This design comes from an exercise in tuning for small area on the open sky130 flow, not from production work. Only simulation tests tie the RTL to the original design; equivalence was not proved. Power is estimated from default activity; no workload was simulated.

## run C
==> flow/design.v <==
`default_nettype none
package bdar_pkg;
  localparam int NUM_BUTTONS_DEF = 6;
  localparam int CNT_W           = 16;
  localparam int CFG_W           = 16;
  localparam int CFG_IDX_W       = 2;
  localparam logic [CNT_W-1:0] DEBOUNCE_RST = 16'd50;
  localparam logic [CNT_W-1:0] DELAY_RST    = 16'd300;
  localparam logic [CNT_W-1:0] INTERVAL_RST = 16'd300;
  typedef enum logic [CFG_IDX_W-1:0] {
    CFG_DEBOUNCE = 2'd0,
    CFG_DELAY    = 2'd1,
    CFG_INTERVAL = 2'd2
  } cfg_reg_e;
endpackage
`default_nettype wire
`default_nettype none
module bdar_cmp2 (
  input  wire logic [1:0] a_i,
  input  wire logic [1:0] b_i,
  input  wire logic       c_i,
  output logic            y_o
);
  logic c1;
  assign c1  = (a_i[0] & b_i[0]) | (c_i & (a_i[0] | b_i[0]));
  assign y_o = (a_i[1] & b_i[1]) | (c1 & (a_i[1] | b_i[1]));
endmodule
module bdar_cmp_lo (
  input  wire logic [1:0] a_i,
  input  wire logic [1:0] b_i,
  output logic            y_o
);
  logic c1;
  assign c1  = a_i[0] | b_i[0];
  assign y_o = (a_i[1] & b_i[1]) | (c1 & (a_i[1] | b_i[1]));
endmodule
module bdar_cnt_bit #(
  parameter bit ONE = 1'b0
) (
  input  wire logic s_i,
  input  wire logic k_i,
  input  wire logic clr_i,
  output logic      d_o,
  output logic      k_o
);
  logic sum;
  assign {k_o, sum} = {1'b0, s_i} + {1'b0, k_i};
  assign d_o = clr_i ? ONE : sum;
endmodule
`default_nettype wire
`default_nettype none
module bdar_mux2 (
  input  wire logic s_i,
  input  wire logic a_i,
  input  wire logic b_i,
  output logic      y_o
);
  assign y_o = s_i ? a_i : b_i;
endmodule
`default_nettype wire
`default_nettype none
module button_debounce_auto_repeat (
  input  wire logic        clk_i,
  input  wire logic        rst_ni,
  input  wire logic        cfg_we_i,
  input  wire logic [1:0]  cfg_idx_i,
  input  wire logic [15:0] cfg_data_i,
  input  wire logic        tick_valid_i,
  output logic             tick_ready_o,
  input  wire logic [5:0]  tick_raw_buttons_i,
  output logic             evt_valid_o,
  input  wire logic        evt_ready_i,
  output logic [2:0]       evt_button_index_o,
  output logic             evt_event_kind_o,
  output logic             evt_last_event_o
);
  localparam int NUM_BUTTONS = bdar_pkg::NUM_BUTTONS_DEF;
  localparam int IDX_W = (NUM_BUTTONS > 1) ? $clog2(NUM_BUTTONS) : 1;
  logic [15:0]            deb_n_q, del_n_q, int_n_q;
  logic [15:0]            deb_n_d, del_n_d, int_n_d;
  logic [15:0]            data_n;
  logic                   we_deb, we_del, we_int;
  logic                   del_zero;
  assign data_n = ~cfg_data_i;
  assign we_deb = cfg_we_i && (cfg_idx_i == bdar_pkg::CFG_DEBOUNCE);
  assign we_del = cfg_we_i && (cfg_idx_i == bdar_pkg::CFG_DELAY);
  assign we_int = cfg_we_i && (cfg_idx_i == bdar_pkg::CFG_INTERVAL);
  for (genvar i = 0; i < 16; i++) begin : g_cfg
    bdar_mux2 u_deb (.s_i(we_deb), .a_i(data_n[i]), .b_i(deb_n_q[i]), .y_o(deb_n_d[i]));
    bdar_mux2 u_del (.s_i(we_del), .a_i(data_n[i]), .b_i(del_n_q[i]), .y_o(del_n_d[i]));
    bdar_mux2 u_int (.s_i(we_int), .a_i(data_n[i]), .b_i(int_n_q[i]), .y_o(int_n_d[i]));
  end
  always_ff @(posedge clk_i or negedge rst_ni) begin
    if (!rst_ni) begin
      deb_n_q <= ~bdar_pkg::DEBOUNCE_RST;
      del_n_q <= ~bdar_pkg::DELAY_RST;
      int_n_q <= ~bdar_pkg::INTERVAL_RST;
    end else begin
      deb_n_q <= deb_n_d;
      del_n_q <= del_n_d;
      int_n_q <= int_n_d;
    end
  end
  assign del_zero = &del_n_q;
  logic                   tick_acc;
  logic [NUM_BUTTONS-1:0] ev;
  logic [NUM_BUTTONS-1:0] stable;
  for (genvar g = 0; g < NUM_BUTTONS; g++) begin : g_lane
    logic        press_q, rep_q, rep_d;
    logic [15:0] s_q, s_d;
    logic [16:0] k;
    logic [8:1]  c_deb, c_del, c_int;
    logic        ge_deb, ge_del, ge_int;
    logic        chg, clr, sat, tclr;
    bdar_cmp_lo u_deb0 (.a_i(s_q[1:0]), .b_i(deb_n_q[1:0]), .y_o(c_deb[1]));
    bdar_cmp_lo u_del0 (.a_i(s_q[1:0]), .b_i(del_n_q[1:0]), .y_o(c_del[1]));
    bdar_cmp_lo u_int0 (.a_i(s_q[1:0]), .b_i(int_n_q[1:0]), .y_o(c_int[1]));
    for (genvar i = 1; i < 8; i++) begin : g_cmp
      bdar_cmp2 u_deb (.a_i(s_q[2*i+1:2*i]), .b_i(deb_n_q[2*i+1:2*i]), .c_i(c_deb[i]), .y_o(c_deb[i+1]));
      bdar_cmp2 u_del (.a_i(s_q[2*i+1:2*i]), .b_i(del_n_q[2*i+1:2*i]), .c_i(c_del[i]), .y_o(c_del[i+1]));
      bdar_cmp2 u_int (.a_i(s_q[2*i+1:2*i]), .b_i(int_n_q[2*i+1:2*i]), .c_i(c_int[i]), .y_o(c_int[i+1]));
    end
    assign ge_deb = c_deb[8];
    assign ge_del = c_del[8];
    assign ge_int = c_int[8];
    always_comb begin
      chg = (tick_raw_buttons_i[g] ~^ press_q) & ge_deb;
      if (!press_q) begin
        rep_d = chg & del_zero;
        clr   = chg;
        ev[g] = chg;
      end else begin
        rep_d = ~chg & (rep_q | ge_del);
        clr   = chg | (rep_q ? ge_int : ge_del);
        ev[g] = chg | (rep_q & ge_int);
      end
      sat  = &s_q;
      tclr = tick_acc & clr;
    end
    assign k[0] = tick_acc & ~sat;
    for (genvar i = 0; i < 16; i++) begin : g_cnt
      bdar_cnt_bit #(.ONE(i == 0)) u_bit (
        .s_i   (s_q[i]),
        .k_i   (k[i]),
        .clr_i (tclr),
        .d_o   (s_d[i]),
        .k_o   (k[i+1])
      );
    end
    always_ff @(posedge clk_i or negedge rst_ni) begin
      if (!rst_ni) begin
        press_q  <= 1'b0;
        rep_q    <= 1'b0;
      end else if (tick_acc) begin
        press_q  <= press_q ^ chg;
        rep_q    <= rep_d;
      end
    end
    always_ff @(posedge clk_i or negedge rst_ni) begin
      if (!rst_ni) begin
        s_q <= 16'd1;
      end else begin
        s_q <= s_d;
      end
    end
    assign stable[g] = ~press_q;
  end
  logic [NUM_BUTTONS-1:0] pend_q, pend_d;
  logic [NUM_BUTTONS-1:0] rest;
  logic [IDX_W-1:0]       sel_idx;
  logic                   sel_kind;
  logic                   found;
  logic                   out_valid_q;
  logic [IDX_W-1:0]       out_idx_q;
  logic                   out_kind_q;
  logic                   out_last_q;
  logic                   out_load;
  logic                   any;
  always_comb begin
    sel_idx  = '0;
    sel_kind = 1'b0;
    found    = 1'b0;
    rest     = pend_q;
    for (int i = 0; i < NUM_BUTTONS; i++) begin
      if (pend_q[i] && !found) begin
        sel_idx  = IDX_W'(i);
        sel_kind = stable[i];
        rest[i]  = 1'b0;
        found    = 1'b1;
      end
    end
    any          = |pend_q;
    out_load     = any && (!out_valid_q || evt_ready_i);
    tick_ready_o = !any || (out_load && (rest == '0));
    tick_acc     = tick_valid_i && tick_ready_o;
    pend_d       = tick_acc ? ev : (out_load ? rest : pend_q);
  end
  always_ff @(posedge clk_i or negedge rst_ni) begin
    if (!rst_ni) begin
      pend_q      <= '0;
      out_valid_q <= 1'b0;
    end else begin
      pend_q      <= pend_d;
      out_valid_q <= out_load | (out_valid_q & ~evt_ready_i);
    end
  end
  always_ff @(posedge clk_i) begin
    if (out_load) begin
      out_idx_q  <= sel_idx;
      out_kind_q <= sel_kind;
      out_last_q <= (rest == '0);
    end
  end
  assign evt_valid_o        = out_valid_q;
  assign evt_button_index_o = out_idx_q;
  assign evt_event_kind_o   = out_kind_q;
  assign evt_last_event_o   = out_last_q;
endmodule
`default_nettype wire
==> flow/config.mk <==
export PLATFORM = sky130hd
export DESIGN_NAME = button_debounce_auto_repeat
export DESIGN_NICKNAME = button_debounce_auto_repeat
export VERILOG_FILES = /design/flow/design.v
export SDC_FILE = /design/flow/constraint.sdc
export NUM_CORES = 4
export LEC_CHECK = 0
export CAP_MARGIN = 20
export CORE_MARGIN = 2
export CORE_UTILIZATION = 60
export SLEW_MARGIN = 20
export SYNTH_HIERARCHICAL = 1
==> flow/constraint.sdc <==
create_clock -name core_clock -period 8.0 [get_ports {clk_i}]
set_input_delay 1.6000 -clock core_clock [delete_from_list [all_inputs] [get_ports {clk_i}]]
set_output_delay 1.6000 -clock core_clock [all_outputs]
set_load 0.01 [all_outputs]
standard.sh (not shown) runs the stock make flow with config.mk's settings and CLKGATE_MAP_FILE= SYNTH_SCRIPT=/design/flow/synth_recipe.tcl, a recipe that flattens the netlist after the stock synthesis.
==> flow/flow/run.sh <==
#!/bin/bash
# The standard layout, with three changes: every cell goes to its smallest
# drive strength after floorplanning (downsize.tcl), the ports get buf_1
# buffers, and CTS uses clkbuf_8 in large clusters without dummy loads.
set -euo pipefail
here=$(pwd)
export POST_FLOORPLAN_TCL="$here/flow/downsize.tcl"
export BUFFER_PORTS_ARGS="-buffer_cell sky130_fd_sc_hd__buf_1"
export CTS_ARGS="-sink_clustering_enable -repair_clock_nets -buf_list sky130_fd_sc_hd__clkbuf_8 -sink_clustering_size 50 -sink_clustering_max_diameter 100 -dont_use_dummy_load"
bash standard.sh finish > "$here/standard_flow.log" 2>&1
==> flow/flow/downsize.tcl <==
# Put every cell on the smallest drive strength of its own function (same
# name up to the _N suffix), skipping cells on the don't-use list. The
# placement's repair_design then buffers or sizes up what needs it.
set db [ord::get_db]
set block [ord::get_db_block]
set dont_use {}
if { [info exists ::env(DONT_USE_CELLS)] } {
  set dont_use $::env(DONT_USE_CELLS)
}
proc my_is_dont_use { name pats } {
  foreach p $pats {
    if { [string match $p $name] } { return 1 }
  }
  return 0
}
set swapped 0
set saved 0
foreach inst [$block getInsts] {
  set m [$inst getMaster]
  set name [$m getName]
  if { ![regexp {^(sky130_fd_sc_hd__[a-z0-9]+)_([0-9]+)$} $name -> base sz] } { continue }
  set best $m
  set best_area [expr { [$m getWidth] * [$m getHeight] }]
  foreach n {0 1 2 3 4 6 8 12 16} {
    set cand [$db findMaster "${base}_$n"]
    if { $cand == "NULL" || $cand == "" } { continue }
    if { [my_is_dont_use "${base}_$n" $dont_use] } { continue }
    set a [expr { [$cand getWidth] * [$cand getHeight] }]
    if { $a < $best_area } {
      set best $cand
      set best_area $a
    }
  }
  if { $best != $m } {
    set saved [expr { $saved + [$m getWidth] * [$m getHeight] - $best_area }]
    $inst swapMaster $best
    incr swapped
  }
}
puts "downsize: swapped $swapped cells, saved [expr { $saved / 1.0e6 }] um^2"
[inputs] run P vs run C
--- a/flow/design.v
+++ b/flow/design.v
@@ -104,11 +104,11 @@
   assign del_zero = &del_n_q;
   logic                   tick_acc;
   logic [NUM_BUTTONS-1:0] ev;
   logic [NUM_BUTTONS-1:0] stable;
   for (genvar g = 0; g < NUM_BUTTONS; g++) begin : g_lane
-    logic        press_q, rep_q, rep_d;
+    logic        stable_q, rep_q, rep_d;
     logic [15:0] s_q, s_d;
     logic [16:0] k;
     logic [8:1]  c_deb, c_del, c_int;
     logic        ge_deb, ge_del, ge_int;
     logic        chg, clr, sat, tclr;
@@ -122,12 +122,12 @@
     end
     assign ge_deb = c_deb[8];
     assign ge_del = c_del[8];
     assign ge_int = c_int[8];
     always_comb begin
-      chg = (tick_raw_buttons_i[g] ~^ press_q) & ge_deb;
-      if (!press_q) begin
+      chg = (tick_raw_buttons_i[g] ^ stable_q) & ge_deb;
+      if (stable_q) begin
         rep_d = chg & del_zero;
         clr   = chg;
         ev[g] = chg;
       end else begin
         rep_d = ~chg & (rep_q | ge_del);
@@ -147,25 +147,25 @@
         .k_o   (k[i+1])
       );
     end
     always_ff @(posedge clk_i or negedge rst_ni) begin
       if (!rst_ni) begin
-        press_q  <= 1'b0;
+        stable_q <= 1'b1;
         rep_q    <= 1'b0;
       end else if (tick_acc) begin
-        press_q  <= press_q ^ chg;
+        stable_q <= stable_q ^ chg;
         rep_q    <= rep_d;
       end
     end
     always_ff @(posedge clk_i or negedge rst_ni) begin
       if (!rst_ni) begin
         s_q <= 16'd1;
       end else begin
         s_q <= s_d;
       end
     end
-    assign stable[g] = ~press_q;
+    assign stable[g] = stable_q;
   end
   logic [NUM_BUTTONS-1:0] pend_q, pend_d;
   logic [NUM_BUTTONS-1:0] rest;
   logic [IDX_W-1:0]       sel_idx;
   logic                   sel_kind;
## What came out
Run P against run C; total wire length after detailed routing is up slightly. NOTE worst IR drop on VDD run C->run P decreased slightly. Diff run C -> run P | worst hold slack | decrease of 3.3 ps. Taking run C as the reference, in run P upper clock frequency limit higher; total power after layout lower; global-route usage higher; setup slack after placement higher; number of global-route vias before repair higher. Run P: fraction of the cycle the final worst path needs 0.62 points below run C. On layout overhead on the synthesized area: run P sits above run C. On post-layout utilization of the core, run C and run P are neck and neck. Cmp run C and run P / measured slew at the worst slew-check pin / higher: run P.

==> separate check: timing with driven ports <==
Ports are ideal in the flow. The routed layouts listed here were re-timed in OpenROAD.
Step 1 (the two cells are an assumption about what drives the block):
set clk [get_ports {clk_i}]
set_driving_cell -lib_cell sky130_fd_sc_hd__clkbuf_16 $clk
set_driving_cell -lib_cell sky130_fd_sc_hd__buf_2 [delete_from_list [all_inputs] $clk]
Step 2 moves the port delays by t, midway between the first and last clock arrival at a register: inputs arrive t later, outputs are due t later. That takes back most of the time a late clock gives input paths.
Three values: no drivers, after step 1, after step 2; two values: the first two.
run	t (ns)	setup WS [ns]	worst register clock-pin slew, ns	cell pins on the clock port's net
run C	0.487	2.018 / 2.039 / 1.551	0.10 / 0.10	1
run P	0.487	2.068 / 2.087 / 1.600	0.10 / 0.10	1
After both steps every run listed still meets setup and hold. For run P, which loses most, drivers alone change the setup slack by +0.019 ns; drivers and shift together by -0.468 ns.
